This design comes from an exercise in tuning for small area and a short achievable clock period on the open sky130 flow, not from production work.
In this exercise RTL edits were held to simulation tests only and were not proved equivalent to the original.

## flow/design.v (module list and top-level ports; edited modules follow where they fit)
// module ex_alu: 336 lines
// module ex_fa: 10 lines
// module ex_ha: 9 lines
// module ex_stage: 3639 lines
module ex_stage (
  input  logic              clk,
  input  logic              rst_n,
  input  ex_pkg::alu_op_e   alu_operator_i,
  input  ex_pkg::word_t     alu_operand_a_i,
  input  ex_pkg::word_t     alu_operand_b_i,
  input  ex_pkg::word_t     alu_operand_c_i,
  input  logic              alu_en_i,
  input  ex_pkg::mul_op_e   mult_operator_i,
  input  ex_pkg::word_t     mult_operand_a_i,
  input  ex_pkg::word_t     mult_operand_b_i,
  input  ex_pkg::word_t     mult_operand_c_i,
  input  logic              mult_en_i,
  input  logic              csr_access_i,
  input  ex_pkg::word_t     csr_rdata_i,
  input  logic              branch_in_ex_i,
  input  ex_pkg::reg_addr_t regfile_alu_waddr_i,
  input  logic              regfile_alu_we_i,
  input  ex_pkg::reg_addr_t regfile_waddr_i,
  input  logic              regfile_we_i,
  input  logic              lsu_en_i,
  input  ex_pkg::word_t     lsu_rdata_i,
  input  logic              lsu_ready_ex_i,
  input  logic              lsu_err_i,
  input  logic              wb_ready_i,
  output ex_pkg::reg_addr_t regfile_alu_waddr_fw_o,
  output logic              regfile_alu_we_fw_o,
  output ex_pkg::word_t     regfile_alu_wdata_fw_o,
  output ex_pkg::reg_addr_t regfile_waddr_wb_o,
  output logic              regfile_we_wb_o,
  output ex_pkg::word_t     regfile_wdata_wb_o,
  output ex_pkg::word_t     jump_target_o,
  output logic              branch_decision_o,
  output logic              mult_multicycle_o,
  output logic              ex_ready_o,
  output logic              ex_valid_o
);
  // ...
==> flow/flow/run.sh <==
#!/bin/bash
# The standard layout, with the port buffers built from plain buffers
# (sky130_fd_sc_hd__buf_2) instead of the delay cell buffer_ports picks by itself.
set -euo pipefail
export BUFFER_PORTS_ARGS="-buffer_cell sky130_fd_sc_hd__buf_2"
bash standard.sh > standard.log 2>&1
==> flow/standard.sh <==
#!/bin/bash
# synth_recipe.tcl (not shown) runs the flow's synth.tcl, then flattens the netlist and writes it again
# the make line also repeats each setting of config.mk as NAME=value (left out here)
make -C /OpenROAD-flow-scripts/flow DESIGN_CONFIG=/design/flow/config.mk WORK_HOME=/design/flow/orfs CLKGATE_MAP_FILE= SYNTH_SCRIPT=/design/flow/synth_recipe.tcl "${@:-finish}"
==> flow/config.mk <==
export PLATFORM = sky130hd
export DESIGN_NAME = ex_stage
export DESIGN_NICKNAME = ex_stage
export VERILOG_FILES = /design/flow/design.v
export SDC_FILE = /design/flow/constraint.sdc
export NUM_CORES = 4
export LEC_CHECK = 0
export ABC_AREA = 1
export CAP_MARGIN = 20
export CORE_MARGIN = 2
export CORE_UTILIZATION = 40
export SETUP_SLACK_MARGIN = 3
export SLEW_MARGIN = 20
export SYNTH_HIERARCHICAL = 1
==> flow/constraint.sdc <==
create_clock -name core_clock -period 15.0 [get_ports {clk}]
set_input_delay 3.0000 -clock core_clock [delete_from_list [all_inputs] [get_ports {clk}]]
set_output_delay 3.0000 -clock core_clock [all_outputs]
set_load 0.01 [all_outputs]
==> out/qor.csv, run 1 <==
stage,metric,value,unit
routing,wl_met3,17.2,mm
final_layout,nets,4982,
final_layout,buffer_area_share,6.79,%
final_layout,final_common_cell,xor2_1,
routing,wl_met2,58.5,mm
floorplan,die_x,289,microns
final_layout,largest_register_ffs,32,
routing,drc,0,
floorplan,dieArea,83300,sq um
hold_path,min_path_type,reg2reg,
synthesis,synth_area_leader_cell,fa_1,
worst_setup_path,worst-path-buf-inv,4,
place,portBuffers,258,
run_status,status,timing/DRC/antenna clean,
worst_setup_path,cp.arrival,8.82,ns
worst_setup_path,crit_path_max_fanout,15,
synthesis,synthesis.area,32400,sq um
floorplan,die_y,289,microns
cts,tritoncts,yes,
hold_path,whs_path_depth,1,
sta,rsz0062_at_grt,no,
worst_setup_path,r2r_slack,12.57,ns
cts,clk_pin_slew,0.06,ns
sta,setup_viol,0,
floorplan,initial_core_util,40.3,%
worst_setup_path,reg2reg_depth,7,
routing,ant_nets,0,
worst_setup_path,path_depth,20,
global_routing,antenna_found_initial,4,
worst_setup_path,slowest_stage,nand2_1,
global_routing,grt_max_degree,51,
floorplan,tap_cells,1060,
global_routing,grt_busiest_layer,met2,
routing,highest_layer,met5,
==> run 2: changes to the inputs <==
--- a/flow/config.mk
+++ b/flow/config.mk
@@ -10,4 +10,5 @@
 export CORE_MARGIN = 2
 export CORE_UTILIZATION = 40
+export PLACE_DENSITY = 0.8
 export SETUP_SLACK_MARGIN = 3
 export SLEW_MARGIN = 20
==> run 2 against run 1 <==
Compared with the run above:
- non-clock buffer count decreased by 3
- routed wire length down 3.5%
- design area is 0.44% lower
- sequential share of layout area hardly changed
- first-iteration DRC count grew 29%
- critical path depth is 3 higher
- still clean
- via count increased by 3.7%
- clock skew is 0.011 ns higher
==> out/qor.csv, run 2 <==
stage,metric,value,unit,change
run_status,status,timing/DRC/antenna clean,,
synthesis,synth_cell_type_count,52,,
global_routing,grt-ovfl-total,0,,
worst_setup_path,rr_endpoint,waddr_lsu_q[5],,
final_layout,largestRegisters,"prod_q (32), waddr_lsu_q (6)",,
worst_setup_path,crit_path_max_fanout,21,,+6
worst_setup_path,r2r-start,state_q,,
final_layout,final_core_util,42.7,%,
floorplan,die_x,289,microns,unchanged
place,detailed_place_hpwl,97.5,mm,
worst_setup_path,cp-end-kind,output port,,
worst_setup_path,path_class,in2out,,
hold_path,hold_start,waddr_lsu_q[2],,
sta,worst_pin_slew,1.08,ns,
final_layout,final_cell_mix,"xor2_1 (524), fa_1 (522), o22ai_1 (495)",,
worst_setup_path,cp_top_family,adder cells,,
floorplan,dieArea,83300,sq um,unchanged
global_routing,grt_max_degree,51,,unchanged
hold_path,min_path_type,reg2reg,,
floorplan,rows,104,,
worst_setup_path,cp.arrival,8.90,ns,+0.08 ns
cts,holdBufCountCts,0,,
routing,drt_iter0_drc,5364,,
floorplan,core,80400,sq um,
routing,wl_per_cell,26.3,microns,
sta,slew_viol_final,0,,
synthesis,yosysMostFrequentCell,xor2_1,,
place,placed_area,33900,sq um,
worst_setup_path,startpoint_type,input pin,,
place,place_ws,2.64,ns,
routing,drt_wl_total,133,mm,
synthesis,synth-edff-count,32,,
worst_setup_path,r2r_slack,12.40,ns,-0.17 ns
worst_setup_path,required,12.00,ns,
routing,vias_per_cell,6.47,,
cts,htreeDepth,2,,
hold_path,hold_end,waddr_lsu_q[2],,
global_routing,grt_pass1_vias,32200,,
place,place_congestion,1.02,,
final_layout,syn_to_final_growth,5.92,%,
synthesis,yosysWarnings,8,,
final_layout,nets,4978,,-0.080%
synthesis,yosysSeqAreaShare,3.58,%,
cts,clk_latency,0.32,ns,
final_layout,largest_register_ffs,32,,unchanged
routing,vias,32700,,
synthesis,synthesis.area,32400,sq um,unchanged
floorplan,initial_core_util,40.3,%,unchanged
synthesis,syn_avg_cell_area,8.03,sq um,
sta,relSlewSlack,26.9,%,
cts,tritoncts,yes,,
final_layout,final_common_cell,xor2_1,,
sta,finalHoldViolCount,0,,
cts,clockBufferDepth,2,,
sta,skew,0.0162,ns,
sta,fin_crit_sh,79.3,%,
synthesis,synth_commonest_cells,"xor2_1 (524), fa_1 (522), o22ai_1 (495), nand3_1 (493), nand2_1 (451)",,
routing,ant_nets,0,,unchanged
synthesis,yosys-top-cells-area,"fa_1 (32%), xor2_1 (14%), o22ai_1 (9.6%), nand3_1 (7.6%), ha_1 (6.9%)",,
place,portBuffers,258,,unchanged
synthesis,synth_flop_cell,edfxtp_1,,
cts,clk_pin_slew,0.07,ns,about the same
final_layout,regMostFlops,prod_q,,
worst_setup_path,slowest_stage,inv_1,,
final_layout,layout-drive-gt1-share,11.8,%,
floorplan,pin_count,401,,
final_layout,fin_area,34300,sq um,
synthesis,synthCells,4038,,
synthesis,async_reset_ff_share,20.0,%,
place,dp.cells,5031,,
sta,max_freq,0.0841,GHz,
sta,rsz0062_at_grt,yes,,
worst_setup_path,reg2reg_depth,8,,+1
cts,cts_made_buffers,5,,
run,cap_violations,0,,
cts,cts.sinks,40,,
global_routing,antenna_found_initial,21,,+17
synthesis,synth_area_leader_cell,fa_1,,
worst_setup_path,crit_path_cell_trace,buf_2 > inv_1 > buf_4 > o22ai_1 > xor2_1 > fa_1 > fa_1 > fa_1 > fa_1 > fa_1 > ha_1 > a21o_1 > nand2_1 > nand2_1 > nand2_1 > nand2_2 > a31oi_1 > o21bai_1 > nor2_1 > nand2_1 > nand3_1 > nand2_1 > buf_2,,
worst_setup_path,slowest_delay,0.75,ns,
routing,first_pass_iters,8,,
final_layout,layout.cells.non_filler,5057,,
global_routing,grt_use_total,31.2,%,
worst_setup_path,worst-path-buf-inv,4,,unchanged
sta,fin_setup_tns,0,ns,
sta,layout_setup_ws,3.10,ns,
synthesis,netlist.area_leader.share,32.2,%,
routing,drc,0,,unchanged
sta,setup_viol,0,,unchanged
sta,post-route-min-period,11.90,ns,
global_routing,grt_pass1_wl,197,mm,
cts,root_buffer,clkbuf_16,,
floorplan,die_y,289,microns,unchanged
synthesis,ys_ff_latch,40,,
hold_path,whs_path_depth,1,,unchanged
## run 2: worst max path at each step
stage / startpoint / to / slack [ns] / depth (start not counted)
CTS: mult_operand_b_i[3] / regfile_alu_wdata_fw_o[31] / 3.07 / 25
global placement: mult_operand_b_i[5] / regfile_alu_wdata_fw_o[31] / 2.36 / 25
finish: mult_operand_a_i[12] / regfile_alu_wdata_fw_o[31] / 3.10 / 23
floorplan: mult_operand_b_i[3] / regfile_alu_wdata_fw_o[31] / 3.97 / 23
detailed placement: mult_operand_b_i[5] / regfile_alu_wdata_fw_o[31] / 2.64 / 25
global route: mult_operand_b_i[21] / regfile_alu_wdata_fw_o[31] / 3.00 / 23
## run 2: stage by stage
step           hold WS (ns)
2_1_floorplan         0.549
3_3_place_gp          0.485
3_5_place_dp          0.491
4_1_cts               0.507
5_1_grt               0.523
6_report              0.507
## run 2: cell type report
type | count | area, sq um
repair buffers | 373 | 2220
multi-input cells | 3256 | 28300
clock inverters | 3 | 46.3
diodes | 7 | 17.5
well taps | 1060 | 1330
clock buffers | 5 | 125
flip-flops and latches | 40 | 1160
fillers | 7884 | 46100
inverters | 313 | 1180
## run 2: routing by layer
| metal | GRT usage [%] | wire (microns) | vias up |
|---|---|---|---|
| met2 | 45.2 | 54400 | 2997 |
| met1 | 38.6 | 46300 | 15300 |
| met5 | 0.739 | 237 | - |
| met3 | 12.1 | 20700 | 825 |
| met4 | 20.0 | 11500 | 26 |
| li1 | - | - | 13600 |
## run 2: cell families after synthesis
group	share of synthesized area [%]
AOI/OAI and AO/OA	15.8
buffers and inverters	9.83
muxes	0.208
adders and majority gates	39.2
DFF	3.58
xor gates and xnor gates	15.4
and+or+nand+nor	16.1
## run 2: worst reg2reg max path, cell delays in order, from the launching register on
cell      delay (ns)
dfrtp_1         0.33
buf_4           0.34
nor2_4          0.08
buf_4           0.28
inv_1           0.13
nand3_1         0.11
a21oi_1         0.17
nand3b_1        0.54
mux2_2          0.50
## run 2: Yosys stat by module (local to each module, per instance)
module,flops+latches,cell area (sq um),times used
ex_stage,40,16000,1
ex_alu,0,5830,1
ex_fa,0,20.0,500
ex_ha,0,12.5,43
## run 2: repair_timing
action | CTS | global route
pin swaps | 1 | 3
setup endpoints to repair | 7 | 10
gates resized for setup | 8 | 25
gates cloned | 1 | 0
setup buffers | 4 | 6
==> run 3: changes to the inputs <==
--- a/flow/config.mk
+++ b/flow/config.mk
@@ -9,6 +9,5 @@
 export CAP_MARGIN = 20
 export CORE_MARGIN = 2
-export CORE_UTILIZATION = 40
-export PLACE_DENSITY = 0.8
+export CORE_UTILIZATION = 65
 export SETUP_SLACK_MARGIN = 3
 export SLEW_MARGIN = 20
==> run 3 against run 2 <==
Compared with the run above:
- still clean on timing, DRC and antenna
- die area shrank 38%
- clock-buffer cell count is the same
- synthesized area is the same
- global-route usage grew 21 points
- core utilization grew 26 points
- routed wire length grew 3.3%
- clock skew shrank 0.011 ns
- worst hold slack lost 0.0043 ns
- critical path type unchanged
- critical endpoint is now regfile_alu_wdata_fw_o[30]
==> out/qor.csv, run 3 <==
stage,metric,value,unit,change
sta,slew_viol_final,0,,unchanged
sta,setup_viol,0,,unchanged
final_layout,fin_area,33700,sq um,-1.8%
synthesis,synthesis.area,32400,sq um,unchanged
cts,cts_made_buffers,5,,unchanged
sta,fin_crit_sh,79.5,%,+0.23 points
sta,fin_setup_tns,0,ns,unchanged
place,portBuffers,258,,unchanged
cts,htreeDepth,2,,unchanged
routing,first_pass_iters,12,,+4
synthesis,async_reset_ff_share,20.0,%,unchanged
place,detailed_place_hpwl,102,mm,+4.3%
final_layout,final_cell_mix,"xor2_1 (524), fa_1 (522), o22ai_1 (495)",,
synthesis,synth_cell_type_count,52,,unchanged
routing,ant_nets,0,,unchanged
final_layout,nets,4970,,-0.16%
sta,max_freq,0.0838,GHz,-0.29%
floorplan,die_x,227,microns,-21%
synthesis,synth_flop_cell,edfxtp_1,,
global_routing,grt-ovfl-total,0,,unchanged
sta,skew,0.00563,ns,-0.0106 ns
synthesis,netlist.area_leader.share,32.2,%,unchanged
worst_setup_path,crit_path_max_fanout,11,,-48%
synthesis,synthCells,4038,,unchanged
routing,vias,34200,,+4.5%
synthesis,yosysWarnings,8,,unchanged
cts,holdBufCountCts,0,,unchanged
floorplan,pin_count,401,,unchanged
worst_setup_path,startpoint_type,input pin,,
final_layout,largest_register_ffs,32,,unchanged
synthesis,ys_ff_latch,40,,unchanged
run,cap_violations,0,,unchanged
floorplan,dieArea,51700,sq um,-38%
synthesis,synth_area_leader_cell,fa_1,,
final_layout,layout-drive-gt1-share,11.6,%,-0.28 points
global_routing,grt_pass1_wl,202,mm,+2.4%
synthesis,syn_avg_cell_area,8.03,sq um,unchanged
synthesis,yosysSeqAreaShare,3.58,%,unchanged
global_routing,grt_pass1_vias,34100,,+5.7%
floorplan,initial_core_util,66.1,%,+26 points
worst_setup_path,r2r_slack,12.35,ns,-0.05 ns
sta,worst_pin_slew,1.15,ns,+0.0688 ns
floorplan,core,49100,sq um,-39%
place,placed_area,33400,sq um,-1.5%
final_layout,regMostFlops,prod_q,,
cts,clk_latency,0.30,ns,-0.02 ns
synthesis,yosysMostFrequentCell,xor2_1,,
final_layout,largestRegisters,"prod_q (32), waddr_lsu_q (6)",,
final_layout,final_core_util,68.8,%,+26 points
hold_path,min_path_type,reg2reg,,
final_layout,layout.cells.non_filler,4655,,-7.9%
global_routing,grt_use_total,52.6,%,+21 points
worst_setup_path,required,12.00,ns,about the same
final_layout,syn_to_final_growth,4.06,%,
floorplan,rows,81,,-22%
cts,clk_pin_slew,0.06,ns,about the same
cts,root_buffer,clkbuf_16,,
routing,drt_iter0_drc,6693,,+25%
cts,clockBufferDepth,2,,unchanged
cts,cts.sinks,40,,unchanged
worst_setup_path,cp-end-kind,output port,,
worst_setup_path,path_class,in2out,,
final_layout,final_common_cell,xor2_1,,
sta,relSlewSlack,23.1,%,-3.8 points
synthesis,synth-edff-count,32,,unchanged
worst_setup_path,cp.arrival,8.93,ns,+0.03 ns
place,place_congestion,1.05,,+3.5%
global_routing,antenna_found_initial,24,,+14%
synthesis,synth_commonest_cells,"xor2_1 (524), fa_1 (522), o22ai_1 (495), nand3_1 (493), nand2_1 (451)",,
run_status,status,timing/DRC/antenna clean,,
routing,vias_per_cell,7.34,,+14%
routing,drc,0,,unchanged
hold_path,whs_path_depth,1,,unchanged
global_routing,grt_max_degree,51,,unchanged
place,dp.cells,4634,,-7.9%
sta,finalHoldViolCount,0,,unchanged
routing,drt_wl_total,138,mm,+3.3%
synthesis,yosys-top-cells-area,"fa_1 (32%), xor2_1 (14%), o22ai_1 (9.6%), nand3_1 (7.6%), ha_1 (6.9%)",,
routing,wl_per_cell,29.6,microns,+12%
sta,rsz0062_at_grt,yes,,
floorplan,die_y,227,microns,-21%
sta,post-route-min-period,11.93,ns,+0.0340 ns
worst_setup_path,reg2reg_depth,7,,-1
cts,tritoncts,yes,,
-- run 3: cell counts after synthesis --
Identical to the previous run, type by type.
-- run 3: final timing paths --
| path | startpoint | end |
|---|---|---|
| min reg2reg | waddr_lsu_q[5] | waddr_lsu_q[5] |
| min | waddr_lsu_q[5] | waddr_lsu_q[5] |
| max in group asynchronous | rst_n | waddr_lsu_q[2] |
| max | mult_operand_b_i[19] | regfile_alu_wdata_fw_o[30] |
| max reg2reg | state_q | waddr_lsu_q[1] |
| min in group asynchronous | rst_n | we_lsu_q |
-- run 3: routing by layer --
layer | vias to the layer above | share of wire [%] | global-route usage [%]
met5 | - | 0.10 | 0.285
met4 | 16 | 8.5 | 32.4
met3 | 1165 | 18 | 26.7
met2 | 3565 | 39 | 72.1
met1 | 15900 | 34 | 65.5
li1 | 13600 | - | -
-- run 3: stage by stage --
step                      setup WS, ns  hold WS [ns]
after floorplan                   3.97         0.549
after global placement            2.99         0.483
after detailed placement          2.89         0.489
after CTS                         3.01         0.503
after global routing              2.94         0.516
final                             3.07         0.503
-- run 3: repair_timing --
item | CTS | global route
cloned | 0 | 0
hold endpoints to repair | 0 | 0
resized for setup | 3 | 20
buffers inserted | 0 | 4
pin swaps | 0 | 1
endpoints found under the setup margin | 3 | 14
-- run 3: critical path, cell delays in order --
cell	delay, ns
buf_2	0.35
inv_1	0.20
o21ai_2	0.47
buf_4	0.28
o22ai_1	0.10
xor2_1	0.20
fa_1	0.60
fa_1	0.47
fa_1	0.41
fa_1	0.51
fa_1	0.41
ha_1	0.33
inv_1	0.11
nor2_1	0.08
nand2_1	0.08
nand3_1	0.21
a21oi_4	0.28
inv_1	0.13
nand3_1	0.13
nand3_1	0.20
nand2_1	0.20
buf_2	0.16
-- run 3: layout make-up --
class	instances	area (sq um)
antenna	9	22.5
clock buffer	5	125
clock inverter	3	47.5
fill	3941	15300
inverter	313	1180
multi-input combinational	3255	28200
sequential	40	1160
tap	664	831
timing repair buffer	366	2140
-- run 3: cell families (layout without fill, tap and decap cells) --
| group | after synthesis | count (layout) | synth area share, % |
|---|---|---|---|
| flops | 40 | 40 | 3.58 |
| fa+ha+maj | 702 | 702 | 39.2 |
| xor+xnor | 569 | 569 | 15.4 |
| buf+inv | 743 | 687 | 9.83 |
| mux | 6 | 6 | 0.208 |
| simple gates | 1163 | 1163 | 16.1 |
| other cells | 0 | 9 | 0 |
| compound gates | 815 | 815 | 15.8 |
-- run 3: Yosys stat by module, one instance, submodules excluded --
module	copies in the design	area (sq um)	flops+latches	cells
ex_alu	1	5830	0	1036
ex_fa	500	20.0	0	1
ex_ha	43	12.5	0	1
ex_stage	1	16000	40	2459
==> run 4: changes to the inputs <==
--- a/flow/config.mk
+++ b/flow/config.mk
@@ -9,6 +9,6 @@
 export CAP_MARGIN = 20
 export CORE_MARGIN = 2
-export CORE_UTILIZATION = 65
-export SETUP_SLACK_MARGIN = 3
+export CORE_UTILIZATION = 40
+export SETUP_SLACK_MARGIN = 4
 export SLEW_MARGIN = 20
 export SYNTH_HIERARCHICAL = 1
==> run 4 against run 3 <==
Compared with the run above:
- final cell count is 11% higher
- clock-buffer cell count did not move
- fmax increased by 4.2%
- design area increased by 12%
- synthesized cell count is the same
- still clean
- first-iteration DRC count fell by 32%
- worst hold slack got worse by 0.0029 ns
- setup slack improved by 0.49 ns
- highest routed layer unchanged
- global-route usage decreased by 18 points
==> out/qor.csv, run 4 <==
stage,metric,value,unit,change
synthesis,yosys-top-cells-area,"fa_1 (32%), xor2_1 (14%), o22ai_1 (9.6%), nand3_1 (7.6%), ha_1 (6.9%)",,
worst_setup_path,worst-path-buf-inv,3,,-3
global_routing,grt-ovfl-total,0,,unchanged
floorplan,core,80400,sq um,+64%
run_status,status,timing/DRC/antenna clean,,
global_routing,grt_max_degree,51,,unchanged
sta,relSlewSlack,16.7,%,-6.4 points
worst_setup_path,cp_top_family,adder cells,,
worst_setup_path,slowest_stage,o211ai_1,,
worst_setup_path,cp-end-kind,output port,,
final_layout,largest_register_ffs,32,,unchanged
sta,fin_setup_tns,0,ns,unchanged
routing,vias_per_cell,6.29,,-14%
synthesis,yosysWarnings,8,,unchanged
global_routing,antenna_found_initial,4,,-83%
worst_setup_path,crit_path_max_fanout,15,,+4
final_layout,regMostFlops,prod_q,,
routing,vias,32600,,-4.5%
floorplan,pin_count,401,,unchanged
sta,slew_viol_final,0,,unchanged
floorplan,dieArea,83300,sq um,+61%
hold_path,hold_start,waddr_lsu_q[2],,
synthesis,synth-edff-count,32,,unchanged
global_routing,use_met1,44.8,%,-21 points
worst_setup_path,rr_endpoint,waddr_lsu_q[1],,
synthesis,synth_top_family_by_area,adder cells,,
synthesis,synth_commonest_cells,"xor2_1 (524), fa_1 (522), o22ai_1 (495), nand3_1 (493), nand2_1 (451)",,
synthesis,synthSimpleGateAreaFrac,16.1,%,unchanged
place,dp.cells,5037,,+8.7%
place,place_congestion,0.989,,-6.3%
routing,drt_wl_total,146,mm,+6.3%
synthesis,synthCells,4038,,unchanged
final_layout,final_common_cell,xor2_1,,
sta,rsz0062_at_grt,yes,,
final_layout,nFillCells,7830,,+99%
global_routing,grt.met2_usage,48.8,%,-23 points
final_layout,layout-drive-gt1-share,19.4,%,+7.9 points
floorplan,die_x,289,microns,+27%
sta,worst_pin_slew,1.24,ns,+0.0828 ns
worst_setup_path,critPathMostFrequentCell,fa_1,,
worst_setup_path,path_class,in2out,,
place,detailed_place_hpwl,103,mm,+1.6%
final_layout,syn_to_final_growth,16.4,%,
worst_setup_path,reg2reg_depth,7,,unchanged
synthesis,syn_avg_cell_area,8.03,sq um,unchanged
synthesis,synth_compound_area_share,15.8,%,unchanged
run,cap_violations,0,,unchanged
worst_setup_path,startpoint_type,input pin,,
global_routing,grtUsageMet3,11.9,%,-15 points
sta,post-route-min-period,11.45,ns,-0.486 ns
global_routing,grt_pass1_vias,31900,,-6.3%
synthesis,yosysSeqAreaShare,3.58,%,unchanged
synthesis,synthAdderAreaFrac,39.2,%,unchanged
cts,cts.sinks,40,,unchanged
global_routing,grt_use_total,34.3,%,-18 points
floorplan,initial_core_util,40.3,%,-26 points
cts,clk_latency,0.29,ns,about the same
worst_setup_path,cp.arrival,8.45,ns,-0.48 ns
global_routing,grt_busiest_layer,met2,,
cts,tritoncts,yes,,
synthesis,synth_xor_xnor_area_share,15.4,%,unchanged
synthesis,synth_cell_type_count,52,,unchanged
sta,finalHoldViolCount,0,,unchanged
final_layout,final_cell_mix,"xor2_1 (513), fa_1 (499), nand3_1 (482)",,
cts,holdBufCountCts,0,,unchanged
final_layout,largestRegisters,"prod_q (32), waddr_lsu_q (6)",,
floorplan,die_y,289,microns,+27%
routing,first_pass_iters,8,,-4
cts,clk_pin_slew,0.06,ns,about the same
cts,root_buffer,clkbuf_16,,
hold_path,min_path_type,reg2reg,,
sta,skew,0.00568,ns,+0.0000451 ns
routing,ant_nets,0,,unchanged
floorplan,rows,104,,+28%
global_routing,grt_pass1_wl,213,mm,+5.3%
sta,max_freq,0.0874,GHz,+4.2%
synthesis,synth_area_leader_cell,fa_1,,
cts,clockBufferDepth,2,,unchanged
synthesis,async_reset_ff_share,20.0,%,unchanged
synthesis,netlist.area_leader.share,32.2,%,unchanged
synthesis,ys_ff_latch,40,,unchanged
hold_path,whs_path_depth,1,,unchanged
worst_setup_path,r2r_slack,12.08,ns,-0.27 ns
place,portBuffers,258,,unchanged
cts,htreeDepth,2,,unchanged
final_layout,nets,5116,,+2.9%
synthesis,yosysMostFrequentCell,xor2_1,,
final_layout,final_core_util,46.9,%,-22 points
cts,cts_made_buffers,5,,unchanged
final_layout,layout.cells.non_filler,5190,,+11%
routing,wl_per_cell,28.2,microns,-4.6%
worst_setup_path,required,12.00,ns,about the same
worst_setup_path,crit_path_cell_trace,buf_4 > nand2_4 > buf_4 > o221ai_2 > fa_2 > fa_1 > fa_2 > fa_1 > fa_1 > ha_4 > nand3_4 > nor2_4 > nand2_2 > nand3_4 > a21oi_4 > o211ai_1 > nand2_1 > buf_2,,
routing,drc,0,,unchanged
routing,drt_iter0_drc,4523,,-32%
sta,setup_viol,0,,unchanged
synthesis,synthesis.area,32400,sq um,unchanged
sta,fin_crit_sh,76.3,%,-3.2 points
synthesis,synthMuxAreaShare,0.208,%,unchanged
worst_setup_path,r2r-start,state_q,,
synthesis,synth_flop_cell,edfxtp_1,,
worst_setup_path,slowest_delay,0.78,ns,+0.18 ns
hold_path,hold_end,waddr_lsu_q[2],,
## run 4: worst register-to-register path: cells and delay by family (launching register included)
kind            cells  cell delay (ns)
flops               1             0.46
mux                 1             0.39
simple gates        3             1.37
compound gates      1             0.16
buf+inv             2             0.42
## run 4: layout make-up
class	count	area, sq um	area share, %
Sequential cell	40	1160	3.08
Tap cell	1060	1330	3.51
Clock buffer	5	125	0.331
Timing Repair Buffer	507	4340	11.5
Antenna cell	2	5.00	0.0133
Multi-Input combinational cell	3258	29500	78.1
Timing Repair inverter	2	15.0	0.0398
Inverter	313	1240	3.28
Clock inverter	3	47.5	0.126
## run 4: what timing repair did
| item | in CTS | in global routing |
|---|---|---|
| cloned | 23 | 2 |
| endpoints found under the setup margin | 21 | 17 |
| setup buffers | 96 | 21 |
| pin swaps | 79 | 56 |
| gates resized for setup | 318 | 125 |
## run 4: kinds of logic (layout without fill, tap and decap cells)
kind of cell             after synthesis  in the layout
AO/OA/AOI/OAI                        815            817
multiplexers                           6              6
buffers and inverters                743            830
AND/OR/NAND/NOR                     1163           1164
adder cells (fa/ha/maj)              702            702
flip-flops                            40             40
other                                  0              2
XOR/XNOR                             569            569
## run 4: routing by layer
metal,wire [microns],share of wire [%],vias to the layer above
li1,-,-,13900
met1,55700,38,15800
met2,59200,40,2419
met3,20100,14,539
met4,11200,7.7,4
met5,27,0.018,-
## run 4: metrics by stage
stage                     hold WS [ns]  setup slack (ns)  cell area (sq um)
after global routing             0.520              3.46              37700
after detailed placement         0.489              2.32              34000
final                            0.500              3.55              37700
after global placement           0.483              2.41              34000
after CTS                        0.504              3.71              36900
after floorplan                  0.549              4.03              32400
## run 4: how the worst max path moves through the flow
stage / startpoint / slack (ns) / endpoint / depth (start not counted)
final: mult_operand_b_i[0] / 3.55 / regfile_alu_wdata_fw_o[28] / 18
after global routing: mult_operand_b_i[0] / 3.46 / regfile_alu_wdata_fw_o[28] / 18
after CTS: mult_operand_b_i[1] / 3.71 / regfile_alu_wdata_fw_o[28] / 18
after detailed placement: mult_operand_b_i[3] / 2.32 / regfile_alu_wdata_fw_o[30] / 25
after global placement: mult_operand_b_i[3] / 2.41 / regfile_alu_wdata_fw_o[30] / 25
after floorplan: mult_operand_b_i[1] / 4.03 / regfile_alu_wdata_fw_o[31] / 24
## run 4: modules after synthesis (local to each module, per instance)
module	area, sq um	flops+latches	cells inside	copies in the design
ex_ha	12.5	0	1	43
ex_stage	16000	40	2459	1
ex_alu	5830	0	1036	1
ex_fa	20.0	0	1	500
==> run 5: changes to the inputs <==
--- a/flow/config.mk
+++ b/flow/config.mk
@@ -10,5 +10,5 @@
 export CORE_MARGIN = 2
 export CORE_UTILIZATION = 40
-export SETUP_SLACK_MARGIN = 4
+export SETUP_SLACK_MARGIN = 3.5
 export SLEW_MARGIN = 20
 export SYNTH_HIERARCHICAL = 1
==> run 5 against run 4 <==
Compared with the run above:
- global-route usage decreased by 1.5 points
- clock-buffer cell count unchanged
- core utilization decreased by 2.1 points
- register-to-register slack improved by 0.48 ns
- via count decreased by 0.74%
- final cell count decreased by 1.4%
- clock skew about the same
- first-iteration DRC count about the same
- non-clock buffer count decreased by 67
- fmax about the same
==> out/qor.csv, run 5 <==
stage,metric,value,unit,change
sta,skew,0.00542,ns,-0.000260 ns
cts,clk_latency,0.28,ns,about the same
final_layout,layout-drive-gt1-share,15.4,%,-4.0 points
final_layout,syn_to_final_growth,11.2,%,
floorplan,die_y,289,microns,unchanged
sta,max_freq,0.0874,GHz,about the same
synthesis,yosysWarnings,8,,unchanged
worst_setup_path,startpoint_type,input pin,,
worst_setup_path,cp-end-kind,output port,,
sta,rsz0062_at_grt,no,,
routing,first_pass_iters,6,,-2
cts,cts.sinks,40,,unchanged
place,detailed_place_hpwl,102,mm,-0.92%
synthesis,async_reset_ff_share,20.0,%,unchanged
floorplan,dieArea,83300,sq um,unchanged
final_layout,final_cell_mix,"xor2_1 (519), fa_1 (516), nand3_1 (490)",,
global_routing,grt_use_total,32.8,%,-1.5 points
routing,drt_wl_total,143,mm,-2.6%
synthesis,ys_ff_latch,40,,unchanged
synthesis,synth-edff-count,32,,unchanged
synthesis,synth_compound_area_share,15.8,%,unchanged
synthesis,syn_avg_cell_area,8.03,sq um,unchanged
worst_setup_path,cp.arrival,8.45,ns,about the same
synthesis,yosysMostFrequentCell,xor2_1,,
global_routing,grt_pass1_wl,204,mm,-4.1%
synthesis,synth_area_leader_cell,fa_1,,
sta,fin_crit_sh,76.3,%,about the same
synthesis,synth_cell_type_count,52,,unchanged
cts,tritoncts,yes,,
synthesis,synth_xor_xnor_area_share,15.4,%,unchanged
cts,htreeDepth,2,,unchanged
worst_setup_path,crit_path_max_fanout,11,,-4
run_status,status,timing/DRC/antenna clean,,
routing,wl_per_cell,27.9,microns,-1.2%
final_layout,layout.cells.non_filler,5118,,-1.4%
worst_setup_path,required,12.00,ns,about the same
synthesis,yosys-top-cells-area,"fa_1 (32%), xor2_1 (14%), o22ai_1 (9.6%), nand3_1 (7.6%), ha_1 (6.9%)",,
sta,slew_viol_final,0,,unchanged
cts,clockBufferDepth,2,,unchanged
place,portBuffers,258,,unchanged
final_layout,num_antenna_cells,0,,-2
global_routing,antenna_found_initial,2,,-2
cts,cts_made_buffers,5,,unchanged
place,place_congestion,0.992,,+0.37%
synthesis,synthesis.area,32400,sq um,unchanged
worst_setup_path,path_class,in2out,,
floorplan,core,80400,sq um,unchanged
floorplan,pin_count,401,,unchanged
routing,vias_per_cell,6.33,,+0.65%
floorplan,rows,104,,unchanged
sta,worst_pin_slew,1.03,ns,-0.206 ns
routing,drt_iter0_drc,4526,,+0.066%
sta,relSlewSlack,30.9,%,+14 points
run,cap_violations,0,,unchanged
global_routing,grt-ovfl-total,0,,unchanged
hold_path,min_path_type,reg2reg,,
sta,post-route-min-period,11.45,ns,+0.00167 ns
synthesis,synthMuxAreaShare,0.208,%,unchanged
final_layout,largestRegisters,"prod_q (32), waddr_lsu_q (6)",,
synthesis,synth_flop_cell,edfxtp_1,,
synthesis,synthAdderAreaFrac,39.2,%,unchanged
cts,holdBufCountCts,0,,unchanged
global_routing,grt_pass1_vias,30800,,-3.6%
global_routing,grt_max_degree,51,,unchanged
synthesis,synthSimpleGateAreaFrac,16.1,%,unchanged
floorplan,die_x,289,microns,unchanged
final_layout,final_common_cell,xor2_1,,
cts,clk_pin_slew,0.06,ns,about the same
routing,vias,32400,,-0.74%
synthesis,synth_commonest_cells,"xor2_1 (524), fa_1 (522), o22ai_1 (495), nand3_1 (493), nand2_1 (451)",,
routing,drc,0,,unchanged
cts,root_buffer,clkbuf_16,,
sta,fin_setup_tns,0,ns,unchanged
final_layout,nets,5047,,-1.3%
final_layout,largest_register_ffs,32,,unchanged
place,dp.cells,5031,,-0.12%
synthesis,synth_top_family_by_area,adder cells,,
synthesis,netlist.area_leader.share,32.2,%,unchanged
synthesis,yosysSeqAreaShare,3.58,%,unchanged
routing,ant_nets,0,,unchanged
final_layout,regMostFlops,prod_q,,
floorplan,initial_core_util,40.3,%,unchanged
sta,setup_viol,0,,unchanged
sta,finalHoldViolCount,0,,unchanged
synthesis,synthCells,4038,,unchanged
[run 5: changes by cell type in the layout (fill, tap and decap cells not counted), sizes merged]
| cell | delta |
|---|---|
| clkinvlp | -7 |
| diode | -2 |
| bufbuf | -12 |
| a21oi | +2 |
| buf | -69 |
| bufinv | +1 |
| inv | +4 |
| nand2 | -1 |
| clkbuf | +14 |
| o21ai | -2 |
[run 5: final cells by class]
type                    count  area, sq um
fillers                  8023        44400
multi-input cells        3257        28800
repair buffers            440         3370
well taps                1060         1330
inverters                 313         1220
flip-flops and latches     40         1160
clock buffers               5          125
clock inverters             2         60.1
repair inverters            1         7.51
[run 5: worst paths after layout]
| kind | from | to | slack [ns] | depth (start not counted) |
|---|---|---|---|---|
| worst max register to register | state_q | waddr_lsu_q[1] | 12.56 | 7 |
| worst min-delay path | waddr_lsu_q[5] | waddr_lsu_q[5] | 0.50 | 1 |
| worst min register to register | waddr_lsu_q[5] | waddr_lsu_q[5] | 0.50 | 1 |
| max in group asynchronous | rst_n | waddr_lsu_q[2] | 12.28 | 1 |
| worst max-delay path | mult_operand_b_i[1] | regfile_alu_wdata_fw_o[28] | 3.55 | 17 |
| min in group asynchronous | rst_n | waddr_lsu_q[0] | 2.55 | 1 |
[run 5: kinds of logic (layout without fill, tap and decap cells)]
kind of cell,after synthesis,in the layout
multiplexers,6,6
AO/OA/AOI/OAI,815,817
adder cells (fa/ha/maj),702,702
buffers and inverters,743,761
XOR/XNOR,569,569
AND/OR/NAND/NOR,1163,1163
flip-flops,40,40
[run 5: critical path: stages]
cell and delay [ns]:
buf_4 0.19, inv_1 0.36, o22ai_1 0.16, a21oi_1 0.30
fa_1 0.55, fa_1 0.54, fa_1 0.43, fa_1 0.39
fa_1 0.51, fa_1 0.47, ha_4 0.33, nand4_1 0.18
inv_1 0.12, nand2_1 0.07, o211ai_1 0.55, nand2_1 0.11
buf_2 0.17
[run 5: Yosys stat by module (local to each module, per instance)]
module / flops+latches / area, sq um / copies in the design / cells inside
ex_alu: 0 / 5830 / 1 / 1036
ex_fa: 0 / 20.0 / 500 / 1
ex_ha: 0 / 12.5 / 43 / 1
ex_stage: 40 / 16000 / 1 / 2459
[run 5: layer usage]
metal,GRT usage [%],share of wire [%]
met1,45.1,39
met2,48.5,42
met3,8.93,14
met4,13.9,5.3
met5,0,0.076
[run 5: repair_timing]
item,in CTS,in global routing
resized for setup,100,127
pin swaps,12,44
hold endpoints to repair,0,0
endpoints found under the setup margin,18,12
gates cloned,5,14
buffers inserted,21,40
[run 5: metrics by stage]
stage	worst slack (ns)	hold WS, ns	util, %	cell area (sq um)
floorplan	3.97	0.549	-	32400
global placement	2.69	0.482	42.2	33900
detailed placement	2.64	0.491	42.2	33900
CTS	3.50	0.504	43.3	34800
global route	3.48	0.524	44.8	36100
finish	3.55	0.502	44.8	36100
==> run 6: changes to the inputs <==
==> flow/flow/run.sh (replaced) <==
#!/bin/bash
# The standard layout, with two changes to how it is made:
# - the port buffers are plain buffers (sky130_fd_sc_hd__buf_2) instead of the delay
#   cell buffer_ports picks by itself;
# - the buffers synthesis put in are taken out at floorplan (REMOVE_ABC_BUFFERS), and
#   the resizer buffers the nets again where timing and slew need it.
set -euo pipefail
export BUFFER_PORTS_ARGS="-buffer_cell sky130_fd_sc_hd__buf_2"
export REMOVE_ABC_BUFFERS=1
bash standard.sh > standard.log 2>&1
--- a/flow/config.mk
+++ b/flow/config.mk
@@ -10,5 +10,5 @@
 export CORE_MARGIN = 2
 export CORE_UTILIZATION = 40
-export SETUP_SLACK_MARGIN = 3.5
+export SETUP_SLACK_MARGIN = 3
 export SLEW_MARGIN = 20
 export SYNTH_HIERARCHICAL = 1
==> run 6 against run 5 <==
Compared with the run above:
- clock-buffer cell count unchanged
- core utilization decreased by 2.0 points
- worst hold slack improved by 0.0023 ns
- global-route usage shrank 0.97 points
- register-to-register slack worse by 0.31 ns
- via count shrank 2.2%
- sequential cell count did not move
- clock skew up 0.0051 ns
- final cell count shrank 1.2%
- first-iteration DRC count decreased by 14%
- die area is the same
- critical endpoint is now regfile_alu_wdata_fw_o[31]
- largest cell class unchanged
==> out/qor.csv, run 6 <==
stage,metric,value,unit,change
sta,post-route-min-period,11.84,ns,+0.393 ns
sta,fin_crit_sh,78.9,%,+2.6 points
cts,cts_made_buffers,5,,unchanged
global_routing,grt-ovfl-total,0,,unchanged
run,cap_violations,0,,unchanged
sta,finalHoldViolCount,0,,unchanged
cts,clk_pin_slew,0.06,ns,about the same
final_layout,layout-drive-gt1-share,12.1,%,-3.3 points
worst_setup_path,startpoint_type,input pin,,
final_layout,regMostFlops,prod_q,,
final_layout,final_cell_mix,"xor2_1 (524), fa_1 (522), o22ai_1 (495)",,
floorplan,dieArea,83300,sq um,unchanged
cts,clockBufferDepth,2,,unchanged
floorplan,core,80400,sq um,unchanged
synthesis,yosysSeqAreaShare,3.58,%,unchanged
worst_setup_path,cp-end-kind,output port,,
final_layout,nets,4982,,-1.3%
global_routing,antenna_found_initial,5,,+3
routing,vias_per_cell,6.26,,-1.0%
synthesis,syn_avg_cell_area,8.03,sq um,unchanged
synthesis,synth_cell_type_count,52,,unchanged
cts,root_buffer,clkbuf_16,,
synthesis,async_reset_ff_share,20.0,%,unchanged
sta,fin_setup_tns,0,ns,unchanged
synthesis,synth_flop_cell,edfxtp_1,,
synthesis,synthesis.area,32400,sq um,unchanged
global_routing,grt_use_total,31.8,%,-0.97 points
routing,ant_nets,0,,unchanged
place,detailed_place_hpwl,96.2,mm,-6.1%
final_layout,syn_to_final_growth,6.25,%,
routing,drt_wl_total,136,mm,-4.9%
routing,vias,31700,,-2.2%
sta,rsz0062_at_grt,yes,,
place,place_congestion,0.952,,-4.0%
final_layout,largestRegisters,"prod_q (32), waddr_lsu_q (6)",,
worst_setup_path,cp.arrival,8.84,ns,+0.39 ns
routing,first_pass_iters,6,,unchanged
place,portBuffers,258,,unchanged
sta,relSlewSlack,22.2,%,-8.7 points
synthesis,synth_area_leader_cell,fa_1,,
cts,cts.sinks,40,,unchanged
synthesis,netlist.area_leader.share,32.2,%,unchanged
global_routing,grt_max_degree,51,,unchanged
synthesis,synth-edff-count,32,,unchanged
worst_setup_path,required,12.00,ns,about the same
sta,setup_viol,0,,unchanged
global_routing,grt_pass1_vias,31700,,+2.8%
sta,max_freq,0.0845,GHz,-3.3%
sta,skew,0.0105,ns,+0.00507 ns
synthesis,ys_ff_latch,40,,unchanged
cts,clk_latency,0.28,ns,about the same
final_layout,layout.cells.non_filler,5059,,-1.2%
floorplan,die_y,289,microns,unchanged
cts,htreeDepth,2,,unchanged
cts,tritoncts,yes,,
synthesis,synth_commonest_cells,"xor2_1 (524), fa_1 (522), o22ai_1 (495), nand3_1 (493), nand2_1 (451)",,
synthesis,synthCells,4038,,unchanged
cts,holdBufCountCts,0,,unchanged
worst_setup_path,crit_path_max_fanout,16,,+5
synthesis,yosys-top-cells-area,"fa_1 (32%), xor2_1 (14%), o22ai_1 (9.6%), nand3_1 (7.6%), ha_1 (6.9%)",,
routing,drc,0,,unchanged
global_routing,grt_pass1_wl,201,mm,-1.7%
worst_setup_path,path_class,in2out,,
routing,drt_iter0_drc,3906,,-14%
sta,worst_pin_slew,1.15,ns,+0.124 ns
hold_path,min_path_type,reg2reg,,
sta,slew_viol_final,0,,unchanged
floorplan,rows,104,,unchanged
final_layout,final_core_util,42.8,%,-2.0 points
floorplan,die_x,289,microns,unchanged
synthesis,yosysMostFrequentCell,xor2_1,,
synthesis,yosysWarnings,8,,unchanged
final_layout,nFillCells,8147,,+1.5%
place,dp.cells,5034,,+0.060%
floorplan,pin_count,401,,unchanged
final_layout,largest_register_ffs,32,,unchanged
run_status,status,timing/DRC/antenna clean,,
routing,wl_per_cell,26.8,microns,-3.8%
floorplan,initial_core_util,40.3,%,unchanged
final_layout,final_common_cell,xor2_1,,
## run 6: cell counts after synthesis
Identical to the previous run, type by type.
## run 6: path summary, 6_finish.rpt
path,end,from,cells past startpoint,slack (ns)
min in group asynchronous,waddr_lsu_q[0],rst_n,1,2.54
max in group asynchronous,waddr_lsu_q[5],rst_n,1,12.29
setup / recovery,regfile_alu_wdata_fw_o[31],mult_operand_a_i[27],18,3.16
hold reg to reg,waddr_lsu_q[3],waddr_lsu_q[3],1,0.50
setup reg to reg,waddr_lsu_q[5],state_q,7,12.25
hold / removal,waddr_lsu_q[3],waddr_lsu_q[3],1,0.50
## run 6: kinds of logic after synthesis
logic type                 after synthesis  synth area share [%]
AOI/OAI and AO/OA                      815                  15.8
xor gates and xnor gates               569                  15.4
adders and majority gates              702                  39.2
buffers and inverters                  743                  9.83
DFF                                     40                  3.58
muxes                                    6                 0.208
and+or+nand+nor                       1163                  16.1
## run 6: worst max-delay path, stage by stage
cell and delay (ns):
buf_2 0.12, inv_1 0.74, buf_4 0.43, o22ai_1 0.15
xor2_1 0.19, fa_1 0.53, fa_1 0.54, fa_1 0.43
fa_1 0.41, fa_1 0.52, fa_1 0.47, ha_1 0.37
nand2_1 0.16, nor2_1 0.26, nand2_1 0.10, nand3_1 0.08
nand2_1 0.14, buf_2 0.19
## run 6: cell type report
class,count,area (sq um),share of cell area [%]
well taps,1060,1330,3.85
clock buffers,5,125,0.363
inverters,313,1170,3.41
diodes,5,12.5,0.0363
clock inverters,3,18.8,0.0545
flip-flops and latches,40,1160,3.37
repair buffers,378,2380,6.92
multi-input cells,3255,28200,82.0
## run 6: routing by layer
layer | share of wire, % | track usage, % | vias up
li1 | - | - | 13600
met1 | 39 | 42.6 | 15500
met2 | 43 | 47.8 | 2216
met3 | 12 | 8.13 | 434
met4 | 5.5 | 15.6 | 4
met5 | 0.044 | 0.909 | -
## run 6: per-stage QoR
step                      cell area, sq um  hold WS (ns)  setup slack (ns)
after global placement               33900         0.484              2.44
after floorplan                      30400         0.549              3.54
after global routing                 34400         0.522              2.97
final                                34400         0.504              3.16
after detailed placement             33900         0.494              2.43
after CTS                            34200         0.508              3.00
## run 6: repair_timing
item,in CTS,in global routing
cloned,0,1
buffers inserted,4,7
gates resized for setup,18,43
pin swaps,1,4
setup endpoints to repair,17,12
## run 6: modules after synthesis (local to each module, per instance)
module	area [sq um]	copies in the design	flip-flops and latches
ex_stage	16000	1	40
ex_alu	5830	1	0
ex_fa	20.0	500	0
ex_ha	12.5	43	0
==> run 7: changes to the inputs <==
--- a/flow/config.mk
+++ b/flow/config.mk
@@ -10,5 +10,5 @@
 export CORE_MARGIN = 2
 export CORE_UTILIZATION = 40
-export SETUP_SLACK_MARGIN = 3
+export SETUP_SLACK_MARGIN = 3.25
 export SLEW_MARGIN = 20
 export SYNTH_HIERARCHICAL = 1
==> run 7 against run 6 <==
Compared with the run above:
- still clean
- synthesized cell count stayed put
- first-iteration DRC count is 4.4% lower
- clock skew hardly changed
- largest cell class unchanged
- global-route usage hardly changed
==> out/qor.csv, run 7 <==
stage,metric,value,unit,change
run_status,status,timing/DRC/antenna clean,,
sta,worst_pin_slew,1.04,ns,-0.112 ns
cts,clk_latency,0.28,ns,about the same
worst_setup_path,cp-startpoint,mult_operand_b_i[3],,
hold_path,hold_start,waddr_lsu_q[3],,
global_routing,grt_use_total,31.9,%,+0.034 points
final_layout,largest_register_ffs,32,,unchanged
final_layout,layout-drive-gt1-share,12.9,%,+0.81 points
final_layout,regMostFlops,prod_q,,
routing,wl_per_cell,27.2,microns,+1.6%
synthesis,ys_ff_latch,40,,unchanged
floorplan,rows,104,,unchanged
global_routing,grt-ovfl-total,0,,unchanged
cts,clockBufferDepth,2,,unchanged
worst_setup_path,path_class,in2out,,
synthesis,synth_commonest_cells,"xor2_1 (524), fa_1 (522), o22ai_1 (495), nand3_1 (493), nand2_1 (451)",,
synthesis,yosys-top-cells-area,"fa_1 (32%), xor2_1 (14%), o22ai_1 (9.6%), nand3_1 (7.6%), ha_1 (6.9%)",,
floorplan,die_x,289,microns,unchanged
routing,first_pass_iters,6,,unchanged
worst_setup_path,critPathMostFrequentCell,fa_1,,
sta,finalHoldViolCount,0,,unchanged
place,detailed_place_hpwl,96.2,mm,unchanged
global_routing,grt_pass1_wl,201,mm,about the same
sta,max_freq,0.0863,GHz,+2.2%
synthesis,synth_cell_type_count,52,,unchanged
synthesis,yosysMostFrequentCell,xor2_1,,
cts,cts.sinks,40,,unchanged
hold_path,min_path_type,reg2reg,,
final_layout,nFillCells,8117,,-0.37%
floorplan,die_y,289,microns,unchanged
worst_setup_path,required,12.00,ns,about the same
cts,tritoncts,yes,,
routing,drt_wl_total,139,mm,+2.2%
global_routing,antenna_found_initial,5,,unchanged
sta,fin_setup_tns,0,ns,unchanged
synthesis,synthCells,4038,,unchanged
final_layout,nets,5010,,+0.56%
synthesis,async_reset_ff_share,20.0,%,unchanged
floorplan,core,80400,sq um,unchanged
cts,clk_pin_slew,0.06,ns,about the same
cts,htreeDepth,2,,unchanged
worst_setup_path,crit_path_max_fanout,17,,+1
sta,skew,0.0104,ns,-0.0000398 ns
synthesis,yosysWarnings,8,,unchanged
sta,rsz0062_at_grt,yes,,
synthesis,netlist.area_leader.share,32.2,%,unchanged
worst_setup_path,slowest_stage,fa_1,,
final_layout,seq_area,1160,sq um,unchanged
cts,root_buffer,clkbuf_16,,
routing,drc,0,,unchanged
synthesis,yosysSeqAreaShare,3.58,%,unchanged
worst_setup_path,cp-end-kind,output port,,
run,cap_violations,0,,unchanged
routing,vias,31900,,+0.79%
final_layout,final_cell_mix,"xor2_1 (524), fa_1 (522), o22ai_1 (495)",,
synthesis,synth_area_leader_cell,fa_1,,
final_layout,fin_area,35000,sq um,+1.5%
sta,slew_viol_final,0,,unchanged
worst_setup_path,r2r-start,state_q,,
synthesis,synth-edff-count,32,,unchanged
worst_setup_path,startpoint_type,input pin,,
synthesis,synthesis.area,32400,sq um,unchanged
routing,vias_per_cell,6.28,,+0.24%
synthesis,syn_avg_cell_area,8.03,sq um,unchanged
place,portBuffers,258,,unchanged
sta,setup_viol,0,,unchanged
routing,ant_nets,0,,unchanged
sta,fin_crit_sh,77.2,%,-1.7 points
sta,post-route-min-period,11.58,ns,-0.258 ns
floorplan,pin_count,401,,unchanged
place,placed_area,33900,sq um,unchanged
worst_setup_path,slowest_delay,0.52,ns,-0.22 ns
final_layout,final_common_cell,xor2_1,,
floorplan,initial_core_util,40.3,%,unchanged
synthesis,synth_flop_cell,edfxtp_1,,
routing,drt_iter0_drc,3733,,-4.4%
global_routing,grt_max_degree,51,,unchanged
floorplan,dieArea,83300,sq um,unchanged
place,place_congestion,0.952,,unchanged
final_layout,multi_input_area,28300,sq um,+0.20%
sta,relSlewSlack,29.8,%,+7.6 points
final_layout,largestRegisters,"prod_q (32), waddr_lsu_q (6)",,
worst_setup_path,cp.arrival,8.58,ns,-0.26 ns
global_routing,grt_pass1_vias,31700,,+0.085%
final_layout,syn_to_final_growth,7.87,%,
cts,cts_made_buffers,5,,unchanged
==> run 7: cell count changes in the layout (fill, tap and decap cells not counted), sizes merged <==
cell,before,now
buf,373,392
inv,297,295
clkbuf,10,19
clkinvlp,2,4
==> run 7: metal layers <==
metal  GRT usage [%]  part of all wire, %
met2            47.9                   43
met5           0.909                0.040
met4            15.8                  5.6
met3            8.37                   12
met1            42.4                   39
==> run 7: worst paths after layout <==
path | slack [ns] | cells after the start | end
setup / recovery | 3.42 | 26 | regfile_alu_wdata_fw_o[31]
min in group asynchronous | 2.54 | 1 | waddr_lsu_q[0]
hold / removal | 0.50 | 1 | waddr_lsu_q[3]
max in group asynchronous | 12.29 | 1 | waddr_lsu_q[5]
setup reg to reg | 12.25 | 7 | waddr_lsu_q[5]
hold reg to reg | 0.50 | 1 | waddr_lsu_q[3]
==> run 7: layout make-up <==
| class | count | share of cell area [%] |
|---|---|---|
| Antenna cell | 5 | 0.0358 |
| Clock buffer | 5 | 0.358 |
| Multi-Input combinational cell | 3255 | 80.9 |
| Timing Repair Buffer | 406 | 8.12 |
| Sequential cell | 40 | 3.32 |
| Tap cell | 1060 | 3.79 |
| Inverter | 313 | 3.39 |
| Clock inverter | 3 | 0.0537 |
==> run 7: logic make-up (layout without fill, tap and decap cells) <==
family | after synthesis | in the layout | share of synthesized area (%)
compound gates | 815 | 815 | 15.8
xor+xnor | 569 | 569 | 15.4
fa+ha+maj | 702 | 702 | 39.2
buf+inv | 743 | 727 | 9.83
flops | 40 | 40 | 3.58
mux | 6 | 6 | 0.208
other cells | 0 | 5 | 0
simple gates | 1163 | 1163 | 16.1
==> run 7: worst max-delay path: cells and delay by family <==
family                   cells  cell delay [ns]
buffers and inverters        5             0.79
AO/OA/AOI/OAI                5             0.66
adder cells (fa/ha/maj)      7             2.98
XOR/XNOR                     1             0.18
AND/OR/NAND/NOR              8             0.94
==> run 7: repair_timing <==
action	4_1_cts	5_1_grt
resized for setup	48	65
hold buffers	0	0
hold endpoints to repair	0	0
cloned	0	8
setup buffers	9	23
pin swaps	5	5
endpoints found under the setup margin	19	15
==> run 7: per-module statistics from Yosys, one instance, submodules excluded <==
module | flops+latches | area [sq um] | cells inside
ex_alu | 0 | 5830 | 1036
ex_fa | 0 | 20.0 | 1
ex_ha | 0 | 12.5 | 1
ex_stage | 40 | 16000 | 2459
==> run 7: metrics by stage <==
step	util (%)	hold WS [ns]	setup slack (ns)	std cells
after floorplan	-	0.549	3.54	3608
after global placement	42.2	0.484	2.44	5034
after detailed placement	42.2	0.494	2.43	5034
after CTS	42.7	0.508	3.25	5051
after global routing	43.5	0.522	3.17	5086
final	43.5	0.504	3.42	5087
==> run 8: changes to the inputs <==
==> flow/flow/run.sh (replaced) <==
#!/bin/bash
# The standard layout, with two changes to how it is made:
# - the port buffers are plain buffers (sky130_fd_sc_hd__buf_1) instead of the delay
#   cell buffer_ports picks by itself;
# - the buffers synthesis put in are taken out at floorplan (REMOVE_ABC_BUFFERS), and
#   the resizer buffers the nets again where timing and slew need it.
set -euo pipefail
export BUFFER_PORTS_ARGS="-buffer_cell sky130_fd_sc_hd__buf_1"
export REMOVE_ABC_BUFFERS=1
bash standard.sh > standard.log 2>&1
==> run 8 against run 7 <==
Compared with the run above:
- fmax fell by 0.32%
- routed wire length grew 0.22%
- largest cell class unchanged
- synthesized cell count stayed put
- clock-buffer cell count unchanged
- global-route usage is 0.29 points higher
- register-to-register slack better by 0.24 ns
- sequential cell count did not move
- synthesized area unchanged
- critical path depth is 6 lower
- non-clock buffer count is 1 higher
- first-iteration DRC count is 7.6% higher
==> out/qor.csv, run 8 <==
stage,metric,value,unit,change
final_layout,syn_to_final_growth,7.38,%,
place,place_ws,2.52,ns,+0.0865 ns
routing,drc,0,,unchanged
final_layout,layout.cells.non_filler,5085,,-0.039%
final_layout,nFillCells,8244,,+1.6%
synthesis,async_reset_ff_share,20.0,%,unchanged
floorplan,pin_count,401,,unchanged
floorplan,rows,104,,unchanged
routing,ant_nets,0,,unchanged
cts,htreeDepth,2,,unchanged
routing,first_pass_iters,8,,+2
sta,max_freq,0.0861,GHz,-0.32%
worst_setup_path,reg2reg_depth,7,,unchanged
routing,drt_wl_total,139,mm,+0.22%
worst_setup_path,cp.arrival,8.62,ns,+0.04 ns
floorplan,dieArea,83300,sq um,unchanged
worst_setup_path,cp-startpoint,mult_operand_b_i[19],,
place,portBuffers,258,,unchanged
sta,post-route-min-period,11.62,ns,+0.0373 ns
hold_path,whs_path_depth,1,,unchanged
synthesis,synth_commonest_cells,"xor2_1 (524), fa_1 (522), o22ai_1 (495), nand3_1 (493), nand2_1 (451)",,
synthesis,yosys-top-cells-area,"fa_1 (32%), xor2_1 (14%), o22ai_1 (9.6%), nand3_1 (7.6%), ha_1 (6.9%)",,
sta,setup_viol,0,,unchanged
hold_path,hold_start,waddr_lsu_q[4],,
global_routing,grt_use_total,32.2,%,+0.29 points
worst_setup_path,path_class,in2out,,
floorplan,die_x,289,microns,unchanged
cts,clk_pin_slew,0.06,ns,about the same
hold_path,hold_end,waddr_lsu_q[4],,
global_routing,grt_pass1_vias,31800,,+0.26%
worst_setup_path,required,12.00,ns,about the same
cts,clockBufferDepth,2,,unchanged
worst_setup_path,cp-end-kind,output port,,
routing,wl_per_cell,27.3,microns,+0.26%
synthesis,synth_cell_type_count,52,,unchanged
synthesis,netlist.area_leader.share,32.2,%,unchanged
cts,cts_made_buffers,5,,unchanged
final_layout,regMostFlops,prod_q,,
synthesis,synth_flop_cell,edfxtp_1,,
hold_path,min_path_type,reg2reg,,
synthesis,yosysWarnings,8,,unchanged
routing,vias_per_cell,6.30,,+0.33%
run_status,status,timing/DRC/antenna clean,,
worst_setup_path,crit_path_max_fanout,16,,-1
sta,fin_crit_sh,77.5,%,+0.25 points
synthesis,yosysMostFrequentCell,xor2_1,,
worst_setup_path,r2r-start,state_q,,
sta,hold_ws,0.512,ns,+0.00817 ns
cts,cts.sinks,40,,unchanged
final_layout,multi_input_area,28400,sq um,+0.46%
cts,root_buffer,clkbuf_16,,
routing,vias,32000,,+0.29%
worst_setup_path,rr_endpoint,waddr_lsu_q[2],,
cts,holdBufCountCts,0,,unchanged
worst_setup_path,r2r_slack,12.49,ns,+0.24 ns
sta,slew_viol_final,0,,unchanged
sta,fin_setup_tns,0,ns,unchanged
synthesis,synthCells,4038,,unchanged
synthesis,synth_area_leader_cell,fa_1,,
final_layout,final_cell_mix,"xor2_1 (524), fa_1 (522), o22ai_1 (494)",,
routing,drt_iter0_drc,4016,,+7.6%
synthesis,syn_avg_cell_area,8.03,sq um,unchanged
synthesis,synthesis.area,32400,sq um,unchanged
global_routing,antenna_found_initial,5,,unchanged
floorplan,core,80400,sq um,unchanged
sta,finalHoldViolCount,0,,unchanged
synthesis,synth-edff-count,32,,unchanged
sta,layout_setup_ws,3.38,ns,-0.0373 ns
final_layout,final_common_cell,xor2_1,,
final_layout,nets,5012,,+0.040%
cts,clk_latency,0.28,ns,about the same
global_routing,grt-ovfl-total,0,,unchanged
final_layout,largest_register_ffs,32,,unchanged
place,place_congestion,0.979,,+2.8%
global_routing,grt_max_degree,51,,unchanged
floorplan,die_y,289,microns,unchanged
synthesis,ys_ff_latch,40,,unchanged
final_layout,seq_area,1160,sq um,unchanged
synthesis,yosysSeqAreaShare,3.58,%,unchanged
global_routing,grt_pass1_wl,202,mm,+0.75%
final_layout,final_core_util,43.3,%,-0.19 points
place,detailed_place_hpwl,97.2,mm,+1.0%
sta,relSlewSlack,21.4,%,-8.4 points
run,cap_violations,0,,unchanged
final_layout,largestRegisters,"prod_q (32), waddr_lsu_q (6)",,
worst_setup_path,startpoint_type,input pin,,
final_layout,layout-drive-gt1-share,7.33,%,-5.5 points
sta,worst_pin_slew,1.17,ns,+0.130 ns
place,dp.cells,5038,,+0.079%
cts,tritoncts,yes,,
floorplan,initial_core_util,40.3,%,unchanged
sta,skew,0.00738,ns,-0.00307 ns
sta,rsz0062_at_grt,yes,,
## run 8: cell counts after synthesis
No cell type changed its count.
## run 8: worst max path at each step
stage,to,slack (ns)
floorplan,regfile_alu_wdata_fw_o[31],3.54
global placement,regfile_alu_wdata_fw_o[17],2.65
detailed placement,regfile_alu_wdata_fw_o[17],2.52
CTS,regfile_alu_wdata_fw_o[31],3.25
global route,regfile_alu_wdata_fw_o[31],3.22
finish,regfile_alu_wdata_fw_o[31],3.38
## run 8: kinds of logic (layout without fill, tap and decap cells)
group / Yosys count / in the layout / share of synthesized area, %
AO/OA/AOI/OAI: 815 / 815 / 15.8
XOR/XNOR: 569 / 569 / 15.4
adder cells (fa/ha/maj): 702 / 702 / 39.2
buffers and inverters: 743 / 728 / 9.83
flip-flops: 40 / 40 / 3.58
multiplexers: 6 / 6 / 0.208
other: 0 / 1 / 0
AND/OR/NAND/NOR: 1163 / 1164 / 16.1
## run 8: layer usage
| layer | up-vias | part of all wire [%] | track usage [%] |
|---|---|---|---|
| met4 | 8 | 5.6 | 14.5 |
| met3 | 452 | 12 | 8.50 |
| li1 | 13600 | - | - |
| met2 | 2284 | 43 | 48.7 |
| met5 | - | 0.082 | 0.909 |
| met1 | 15600 | 40 | 43.0 |
## run 8: stage by stage
step                instance area [sq um]
floorplan                           30400
global placement                    33700
detailed placement                  33700
CTS                                 34100
global route                        34800
finish                              34800
## run 8: critical path, cell delays in order
cell and delay [ns]:
clkbuf_2 0.12, inv_1 0.25, o21ai_4 0.59, buf_4 0.39, o22ai_1 0.14, xor2_1 0.20
fa_1 0.59, fa_1 0.45, fa_1 0.50, fa_1 0.54, fa_1 0.41, ha_1 0.41
nand2_1 0.12, nor2_2 0.17, inv_1 0.07, nor2_1 0.19, nand2_1 0.09, nand3_1 0.08
nand2_1 0.13, clkbuf_2 0.17
## run 8: Yosys stat by module (local to each module, per instance)
module | cell area, sq um | cells
ex_ha | 12.5 | 1
ex_fa | 20.0 | 1
ex_stage | 16000 | 2459
ex_alu | 5830 | 1036
## run 8: layout make-up
| class | instances | area share [%] |
|---|---|---|
| Multi-Input combinational cell | 3256 | 81.7 |
| Clock buffer | 5 | 0.359 |
| Sequential cell | 40 | 3.34 |
| Clock inverter | 3 | 0.137 |
| Timing Repair Buffer | 407 | 7.25 |
| Inverter | 313 | 3.43 |
| Antenna cell | 1 | 0.00719 |
| Tap cell | 1060 | 3.81 |
## run 8: repair_timing
| item | 4_1_cts | 5_1_grt |
|---|---|---|
| pin swaps | 3 | 7 |
| buffers inserted | 5 | 24 |
| resized for setup | 43 | 89 |
| gates cloned | 2 | 7 |
| endpoints found under the setup margin | 17 | 12 |

[separate check: timing with driven ports]
In the flow no input, the clock included, has a driving cell. The finished layouts below were timed again as built, in two steps. Step 1 assumes that a clkbuf_16 drives the clock port and a buf_2 every other input. Step 2, shift: input delay + t, output delay - t, t = (earliest + latest rising clock arrival at the registers) / 2. This alone moves slack from input paths to output paths. Three values: no drivers, after step 1, after step 2; two values: the first two.
run	shift t [ns]	setup slack, ns	worst data-port slew with drivers (ns)
run 1	0.329	3.177 / 3.153 / 3.153	0.11
run 2	0.353	3.102 / 3.066 / 3.066	0.24
run 3	0.332	3.068 / 3.030 / 3.030	0.15
run 4	0.323	3.555 / 3.484 / 3.484	0.14
run 5	0.326	3.553 / 3.526 / 3.526	0.11
run 6	0.325	3.160 / 3.137 / 3.137	0.13
run 7	0.324	3.417 / 3.375 / 3.375	0.13
run 8	0.319	3.380 / 3.334 / 3.334	0.13
After both steps setup and hold are still met in every run listed. For run 4, which loses most, drivers alone change the setup slack by -0.071 ns; drivers and shift together by -0.071 ns.
